What follows belongs to an exercise in optimizing a design on an open flow for small area, a short achievable clock period and few clock cycles per item; a production flow would make more cautious choices.
Function was checked by simulation only, so behaviour that the tests miss may differ from the original.
Power figures rest on the tool's default switching activity, not on a simulated workload.

==> flow/design.v (excerpt) <==
module ring_fifo_with_counters (
   input  logic                          clock,
   input  logic                          reset,
   input  logic                          csr_wr_en,
   input  logic [rfc_pkg::CAP_W-1:0]     csr_wr_data,
   input  logic                          req_valid,
   output logic                          req_stall,
   input  logic                          req_op,
   input  logic [rfc_pkg::DATA_W-1:0]    req_data_in,
   output logic                          rsp_valid,
   input  logic                          rsp_stall,
   output logic                          rsp_status,
   output logic [rfc_pkg::DATA_W-1:0]    rsp_data_out,
   output logic                          rsp_is_empty,
   output logic                          rsp_is_full,
   output logic [rfc_pkg::OCC_W-1:0]     rsp_occupancy,
   output logic [rfc_pkg::STAT_W-1:0]    rsp_enqueue_count,
   output logic [rfc_pkg::STAT_W-1:0]    rsp_enqueue_full_count,
   output logic [rfc_pkg::STAT_W-1:0]    rsp_dequeue_count,
   output logic [rfc_pkg::STAT_W-1:0]    rsp_dequeue_empty_count
);
Size in the first run: about 1,800 cells after synthesis, ~210 I/O pins, about 27,000 sq um of cells after synthesis.
==> flow/config.mk <==
export PLATFORM = sky130hd
export DESIGN_NAME = ring_fifo_with_counters
export DESIGN_NICKNAME = ring_fifo_with_counters
export VERILOG_FILES = /design/flow/design.v
export SDC_FILE = /design/flow/constraint.sdc
export NUM_CORES = 4
export LEC_CHECK = 0
export ABC_CLOCK_PERIOD_IN_PS = 2200
export CAP_MARGIN = 20
export CORE_MARGIN = 2
export CORE_UTILIZATION = 65
export CTS_BUF_LIST = sky130_fd_sc_hd__clkbuf_4 sky130_fd_sc_hd__clkbuf_8
export CTS_CLUSTER_SIZE = 24
export SETUP_SLACK_MARGIN = 1.8
export SLEW_MARGIN = 20
==> flow/constraint.sdc <==
create_clock -name core_clock -period 4.0 [get_ports {clock}]
set_input_delay 0.8000 -clock core_clock [delete_from_list [all_inputs] [get_ports {clock}]]
set_output_delay 0.8000 -clock core_clock [all_outputs]
set_load 0.01 [all_outputs]
standard.sh (not shown) runs the stock make flow with config.mk's settings and CLKGATE_MAP_FILE= SYNTH_SCRIPT=/design/flow/synth_recipe.tcl, a recipe that flattens the netlist after the stock synthesis.
==> flow/flow/run.sh <==
#!/bin/bash
# Own layout flow: the standard ORFS layout (standard.sh), except that the
# ports are buffered with a plain buffer cell instead of the resizer's default
# pick (a slow delay cell).
set -euo pipefail
export BUFFER_PORTS_ARGS="-buffer_cell sky130_fd_sc_hd__buf_2"
bash standard.sh > flow_make.log 2>&1
Testbench counts at the start, summed over its fixed seeds: cycles 14,424, items 14,400.
==> next run, changes <==
- CTS_BUF_LIST: sky130_fd_sc_hd__clkbuf_4 sky130_fd_sc_hd__clkbuf_8 -> default
- CTS_CLUSTER_DIAMETER: default -> 70
- CTS_CLUSTER_SIZE: 24 -> 35
- SETUP_SLACK_MARGIN: 1.8 -> 2.05
=> First-iteration DRC count is higher by 11%; clock skew came out higher by 11 ps; routed wire length went up by 3.7%; sequential share of layout area is lower by 0.44 points; global-route usage rose by 0.32 points; power drops by 11%; cell count shrinks by 2.2%; worst hold slack improves by 120 ps.
==> next run, changes <==
- PLACE_DENSITY: default -> 0.75
- SETUP_SLACK_MARGIN: 2.05 -> 2.0
Synthesized area does not change.
Count of clock-buffer cells in the layout stays the same.
Combinational power shrinks by 7.5%.
==> next run, changes <==
- CTS_CLUSTER_DIAMETER: 70 -> default
- CTS_CLUSTER_SIZE: 35 -> default
- PLACE_DENSITY: 0.75 -> default
- SETUP_SLACK_MARGIN: 2.0 -> 1.8
- core utilization goes up by 1.2 points
- register-to-register slack degrades by 80 ps
- global-route usage came out higher by 0.46 points
- clock power went up by 46%
- area after synthesis is unchanged
- flip-flop and latch count is unchanged
- worst setup slack is worse by 92 ps
- power increases by 16%
- cell area came out higher by 1.5%
- via count is about the same
==> next run, changes <==
- CTS_CLUSTER_DIAMETER: default -> 70
- CTS_CLUSTER_SIZE: default -> 35
- SETUP_SLACK_MARGIN: 1.8 -> 2.0
- global-route usage is about the same
- final cell count is lower by 0.91%
- critical path depth rises by 2
- setup slack improved by 140 ps
- routed wire length grows by 1.3%
- hold slack improved by 20 ps
- total power drops by 14%
- synthesized area stays the same
- die area does not change
- design area drops by 1.1%
==> next run, changes <==
- CORE_UTILIZATION: 65 -> 75
- CTS_CLUSTER_DIAMETER: 70 -> default
- CTS_CLUSTER_SIZE: 35 -> default
- SETUP_SLACK_MARGIN: 2.0 -> 1.9
After rerunning: Sequential share of layout area is lower by 1.8 points. Sequential power barely changes. Die area is lower by about 13%. Non-clock buffer count is lower by 11. Flip-flop and latch count is unchanged. Total power is higher by about 18%. Via count is higher by about 9%. Cell area is higher by 2.3%.

========
run 1:
The RTL this note starts from:
==> flow/design.v <==
package rfc_pkg;
   localparam int DEPTH      = 16;
   localparam int ELEM_WIDTH = 32;
   localparam int PTR_W      = (DEPTH > 1) ? $clog2(DEPTH) : 1;
   localparam int CNT_W      = $clog2(DEPTH + 1);
   localparam int CAP_W      = 5;
   localparam int DATA_W     = 32;
   localparam int STAT_W     = 32;
   localparam int OCC_W      = 5;
   localparam logic [CAP_W-1:0] CAP_RESET = CAP_W'(16);
   localparam logic OP_ENQ = 1'b0;
   localparam logic OP_DEQ = 1'b1;
   localparam logic STATUS_DONE   = 1'b0;
   localparam logic STATUS_REJECT = 1'b1;
   typedef struct packed {
      logic clear;
      logic enq_ok;
      logic enq_full;
      logic deq_ok;
      logic deq_empty;
   } stat_evt_type;
   function automatic logic [CNT_W-1:0] eff_cap(input logic [CAP_W-1:0] cap);
      logic [CNT_W-1:0] res;
      if (cap == '0) begin
         res = CNT_W'(1);
      end else if (int'(cap) > DEPTH) begin
         res = CNT_W'(DEPTH);
      end else begin
         res = CNT_W'(cap);
      end
      eff_cap = res;
   endfunction
   function automatic logic [PTR_W-1:0] next_ptr(input logic [PTR_W-1:0] ptr,
                                                 input logic [CNT_W-1:0] cap);
      logic [CNT_W:0] nx;
      nx = (CNT_W+1)'(ptr) + (CNT_W+1)'(1);
      next_ptr = (nx >= (CNT_W+1)'(cap)) ? '0 : PTR_W'(nx);
   endfunction
endpackage
module rfc_ram #(
   parameter int WIDTH  = 32,
   parameter int DEPTH  = 16,
   parameter int ADDR_W = 4
) (
   input  logic              clock,
   input  logic              wr_en,
   input  logic [ADDR_W-1:0] wr_addr,
   input  logic [WIDTH-1:0]  wr_data,
   input  logic [DEPTH-1:0]  rd_sel,
   output logic [WIDTH-1:0]  rd_data
);
   logic [WIDTH-1:0] mem_ff [DEPTH];
   always_ff @(posedge clock) begin
      if (wr_en) begin
         mem_ff[wr_addr] <= wr_data;
      end
   end
   always_comb begin
      rd_data = '0;
      for (int i = 0; i < DEPTH; i++) begin
         rd_data |= mem_ff[i] & {WIDTH{rd_sel[i]}};
      end
   end
endmodule
module rfc_stats (
   input  logic                         clock,
   input  logic                         reset,
   input  rfc_pkg::stat_evt_type        evt,
   output logic [rfc_pkg::STAT_W-1:0]   enq_ok_cnt,
   output logic [rfc_pkg::STAT_W-1:0]   enq_full_cnt,
   output logic [rfc_pkg::STAT_W-1:0]   deq_ok_cnt,
   output logic [rfc_pkg::STAT_W-1:0]   deq_empty_cnt
);
   logic [rfc_pkg::STAT_W-1:0] enq_ok_ff;
   logic [rfc_pkg::STAT_W-1:0] enq_full_ff;
   logic [rfc_pkg::STAT_W-1:0] deq_ok_ff;
   logic [rfc_pkg::STAT_W-1:0] deq_empty_ff;
   function automatic logic [rfc_pkg::STAT_W-1:0] sat_inc(
      input logic [rfc_pkg::STAT_W-1:0] v);
      logic [rfc_pkg::STAT_W:0] s;
      s = {1'b0, v} + (rfc_pkg::STAT_W+1)'(1);
      sat_inc = s[rfc_pkg::STAT_W-1:0] | {rfc_pkg::STAT_W{s[rfc_pkg::STAT_W]}};
   endfunction
   always_ff @(posedge clock) begin
      if (reset || evt.clear) begin
         enq_ok_ff    <= '0;
         enq_full_ff  <= '0;
         deq_ok_ff    <= '0;
         deq_empty_ff <= '0;
      end else begin
         if (evt.enq_ok)    enq_ok_ff    <= sat_inc(enq_ok_ff);
         if (evt.enq_full)  enq_full_ff  <= sat_inc(enq_full_ff);
         if (evt.deq_ok)    deq_ok_ff    <= sat_inc(deq_ok_ff);
         if (evt.deq_empty) deq_empty_ff <= sat_inc(deq_empty_ff);
      end
   end
   assign enq_ok_cnt    = enq_ok_ff;
   assign enq_full_cnt  = enq_full_ff;
   assign deq_ok_cnt    = deq_ok_ff;
   assign deq_empty_cnt = deq_empty_ff;
endmodule
module ring_fifo_with_counters (
   input  logic                          clock,
   input  logic                          reset,
   input  logic                          csr_wr_en,
   input  logic [rfc_pkg::CAP_W-1:0]     csr_wr_data,
   input  logic                          req_valid,
   output logic                          req_stall,
   input  logic                          req_op,
   input  logic [rfc_pkg::DATA_W-1:0]    req_data_in,
   output logic                          rsp_valid,
   input  logic                          rsp_stall,
   output logic                          rsp_status,
   output logic [rfc_pkg::DATA_W-1:0]    rsp_data_out,
   output logic                          rsp_is_empty,
   output logic                          rsp_is_full,
   output logic [rfc_pkg::OCC_W-1:0]     rsp_occupancy,
   output logic [rfc_pkg::STAT_W-1:0]    rsp_enqueue_count,
   output logic [rfc_pkg::STAT_W-1:0]    rsp_enqueue_full_count,
   output logic [rfc_pkg::STAT_W-1:0]    rsp_dequeue_count,
   output logic [rfc_pkg::STAT_W-1:0]    rsp_dequeue_empty_count
);
   logic [rfc_pkg::CNT_W-1:0]       cap_ff;      
   logic [rfc_pkg::PTR_W-1:0]       wptr_ff;
   logic [rfc_pkg::DEPTH-1:0]       rsel_ff;     
   logic [rfc_pkg::CNT_W-1:0]       fill_ff;
   logic                            empty_ff;
   logic                            full_ff;
   logic                            rsp_valid_ff;
   logic                            status_ff;
   logic [rfc_pkg::DATA_W-1:0]      data_ff;
   logic                            accept;
   logic                            is_enq, is_deq;
   logic [rfc_pkg::CNT_W-1:0]       fill_in;
   rfc_pkg::stat_evt_type           evt;
   logic [rfc_pkg::ELEM_WIDTH-1:0]  rd_data;
   assign req_stall = rsp_valid_ff && rsp_stall;
   assign accept    = req_valid && !req_stall;
   assign is_enq    = accept && (req_op == rfc_pkg::OP_ENQ);
   assign is_deq    = accept && (req_op == rfc_pkg::OP_DEQ);
   always_comb begin
      evt.clear     = csr_wr_en;
      evt.enq_ok    = is_enq && !full_ff;
      evt.enq_full  = is_enq && full_ff;
      evt.deq_ok    = is_deq && !empty_ff;
      evt.deq_empty = is_deq && empty_ff;
   end
   always_comb begin
      fill_in = fill_ff;
      if (evt.enq_ok) fill_in = fill_ff + rfc_pkg::CNT_W'(1);
      if (evt.deq_ok) fill_in = fill_ff - rfc_pkg::CNT_W'(1);
   end
   always_ff @(posedge clock) begin
      if (reset) begin
         cap_ff       <= rfc_pkg::CNT_W'(rfc_pkg::DEPTH);
         wptr_ff      <= '0;
         rsel_ff      <= rfc_pkg::DEPTH'(1);
         fill_ff      <= '0;
         empty_ff     <= 1'b1;
         full_ff      <= 1'b0;
         rsp_valid_ff <= 1'b0;
      end else if (csr_wr_en) begin
         cap_ff       <= rfc_pkg::eff_cap(csr_wr_data);
         wptr_ff      <= '0;
         rsel_ff      <= rfc_pkg::DEPTH'(1);
         fill_ff      <= '0;
         empty_ff     <= 1'b1;
         full_ff      <= 1'b0;
         rsp_valid_ff <= 1'b0;
      end else begin
         rsp_valid_ff <= accept || req_stall;
         if (evt.enq_ok) wptr_ff <= wptr_ff + rfc_pkg::PTR_W'(1);
         if (evt.deq_ok) rsel_ff <= {rsel_ff[rfc_pkg::DEPTH-2:0], rsel_ff[rfc_pkg::DEPTH-1]};
         fill_ff  <= fill_in;
         empty_ff <= (fill_in == '0);
         full_ff  <= (fill_in == cap_ff);
      end
   end
   always_ff @(posedge clock) begin
      if (!req_stall) begin
         status_ff <= (req_op == rfc_pkg::OP_ENQ) ? full_ff : empty_ff;
         data_ff   <= ((req_op == rfc_pkg::OP_DEQ) && !empty_ff) ? rd_data : '0;
      end
   end
   rfc_ram #(
      .WIDTH  (rfc_pkg::ELEM_WIDTH),
      .DEPTH  (rfc_pkg::DEPTH),
      .ADDR_W (rfc_pkg::PTR_W)
   ) u_ram (
      .clock   (clock),
      .wr_en   (!fill_ff[rfc_pkg::CNT_W-1]),
      .wr_addr (wptr_ff),
      .wr_data (req_data_in[rfc_pkg::ELEM_WIDTH-1:0]),
      .rd_sel  (rsel_ff),
      .rd_data (rd_data)
   );
   rfc_stats u_stats (
      .clock         (clock),
      .reset         (reset),
      .evt           (evt),
      .enq_ok_cnt    (rsp_enqueue_count),
      .enq_full_cnt  (rsp_enqueue_full_count),
      .deq_ok_cnt    (rsp_dequeue_count),
      .deq_empty_cnt (rsp_dequeue_empty_count)
   );
   assign rsp_valid     = rsp_valid_ff;
   assign rsp_status    = status_ff;
   assign rsp_data_out  = data_ff;
   assign rsp_is_empty  = empty_ff;
   assign rsp_is_full   = full_ff;
   assign rsp_occupancy = rfc_pkg::OCC_W'(fill_ff);
endmodule
export LEC_CHECK = 0
export ABC_CLOCK_PERIOD_IN_PS = 2200
export CAP_MARGIN = 20
export CORE_MARGIN = 2
export CORE_UTILIZATION = 58
export CTS_CLUSTER_DIAMETER = 70
export CTS_CLUSTER_SIZE = 35
export SETUP_SLACK_MARGIN = 2.0
export SLEW_MARGIN = 20
create_clock -name core_clock -period 4.0 [get_ports {clock}]
Scripts as last shown in full above: flow/flow/run.sh
Testbench counts of run 1, summed over its fixed seeds: cycles 14,424, items 14,400.
[inputs] run 2 vs run 1
Settings: a change of CORE_UTILIZATION from 58 to 65.
--- a/flow/flow/run.sh
+++ b/flow/flow/run.sh
@@ -5,3 +5,3 @@
 set -euo pipefail
-export BUFFER_PORTS_ARGS="-buffer_cell sky130_fd_sc_hd__buf_2"
+export BUFFER_PORTS_ARGS="-buffer_cell sky130_fd_sc_hd__buf_1"
 bash standard.sh > flow_make.log 2>&1
Results
Taking run 1 as the reference, in run 2 via count of the first global-routing pass essentially unchanged; sequential power held steady; critical path depth up 2. First element of the critical path: rsp_valid_ff -> run 2, data_ff[18] -> run 1. Global route total overflow delta (run 1 -> run 2): insignificant. Highest fanout seen on the critical path, run 1 and run 2: smaller value in run 1.
Edits applied to the flow inputs when going from run 2 to run 3:
Settings: SETUP_SLACK_MARGIN changed from 2.0 to 1.9; CTS_CLUSTER_DIAMETER removed (was 70); CTS_CLUSTER_SIZE removed (was 35).
--- a/flow/flow/run.sh
+++ b/flow/flow/run.sh
@@ -5,3 +5,3 @@
 set -euo pipefail
-export BUFFER_PORTS_ARGS="-buffer_cell sky130_fd_sc_hd__buf_1"
+export BUFFER_PORTS_ARGS="-buffer_cell sky130_fd_sc_hd__buf_2"
 bash standard.sh > flow_make.log 2>&1
### Flow results
Taking run 2 as the reference, in run 3 global placer's final weighted congestion went up about 0.5%, via count normalized by instance count went down 1.8%, routed wire length went down 1.2%, total non-filler cell area in the finished layout went up about 2%.
The inputs of run 4 differ from those of run 3 as listed below.
Settings: putting CTS_CLUSTER_SIZE at 30 where nothing was set; putting CTS_CLUSTER_DIAMETER at 60 where nothing was set.
## What came out
- Layout buffer count excluding clock buffers, run 4 vs run 3: down slightly
- The worst clock skew in run 4 was higher than what run 3 gave.
- Compare run 4 and run 3 | register-to-register slack lower: run 3
- For area of combinational cells with multiple inputs, run 4 and run 3 come out practically identical.
- Run 3 reports its critical path endpoint as u_stats.enq_ok_ff[21] while run 4 reports rsp_occupancy[3].
- Synthesis-to-finish area growth | run 4 below run 3
- Run 4 against run 3: maximum fanout along the worst path moved down, routed wire length decreased by 2.1% relative to the old numbers.
- Diff run 3 -> run 4 | total power consumption of the routed design | decrease of 11%

[separate check: timing with driven ports]
The flow's constraints put no driver on any port. The routed layouts listed below were extracted and timed again, unchanged, in two steps.
Step 1: set_driving_cell puts a clkbuf_16 on clock and a buf_2 on each other input, an assumption about the parent block.
Step 2 moves the port delays by t, midway between the first and last clock arrival at a register: inputs arrive t later, outputs are due t later. That takes back most of the time a late clock gives input paths.
Slacks: ideal / step 1 / step 2; pairs: ideal / step 1.
| run | t (ns) | setup slack, ns | pins driven straight from the clock port |
|---|---|---|---|
| the first run of note 1 | 0.746 | 1.841 / 1.791 / 1.311 | 1 |
| the second run of note 1 | 0.629 | 1.932 / 1.878 / 1.392 | 1 |
| the third run of note 1 | 0.631 | 1.948 / 1.891 / 1.336 | 1 |
| the fourth run of note 1 | 0.665 | 1.856 / 1.795 / 1.247 | 1 |
| the fifth run of note 1 | 0.635 | 1.992 / 1.933 / 1.405 | 1 |
| the sixth run of note 1 | 0.643 | 1.806 / 1.750 / 1.316 | 1 |
| run 1 | 0.644 | 1.927 / 1.869 / 1.437 | 1 |
| run 2 | 0.633 | 1.906 / 1.849 / 1.424 | 1 |
| run 3 | 0.639 | 1.932 / 1.875 / 1.311 | 1 |
| run 4 | 0.637 | 1.932 / 1.877 / 1.352 | 1 |
After both steps setup and hold are still met in every run listed. For run 3, which loses most, drivers alone change the setup slack by -0.057 ns; drivers and shift together by -0.621 ns.
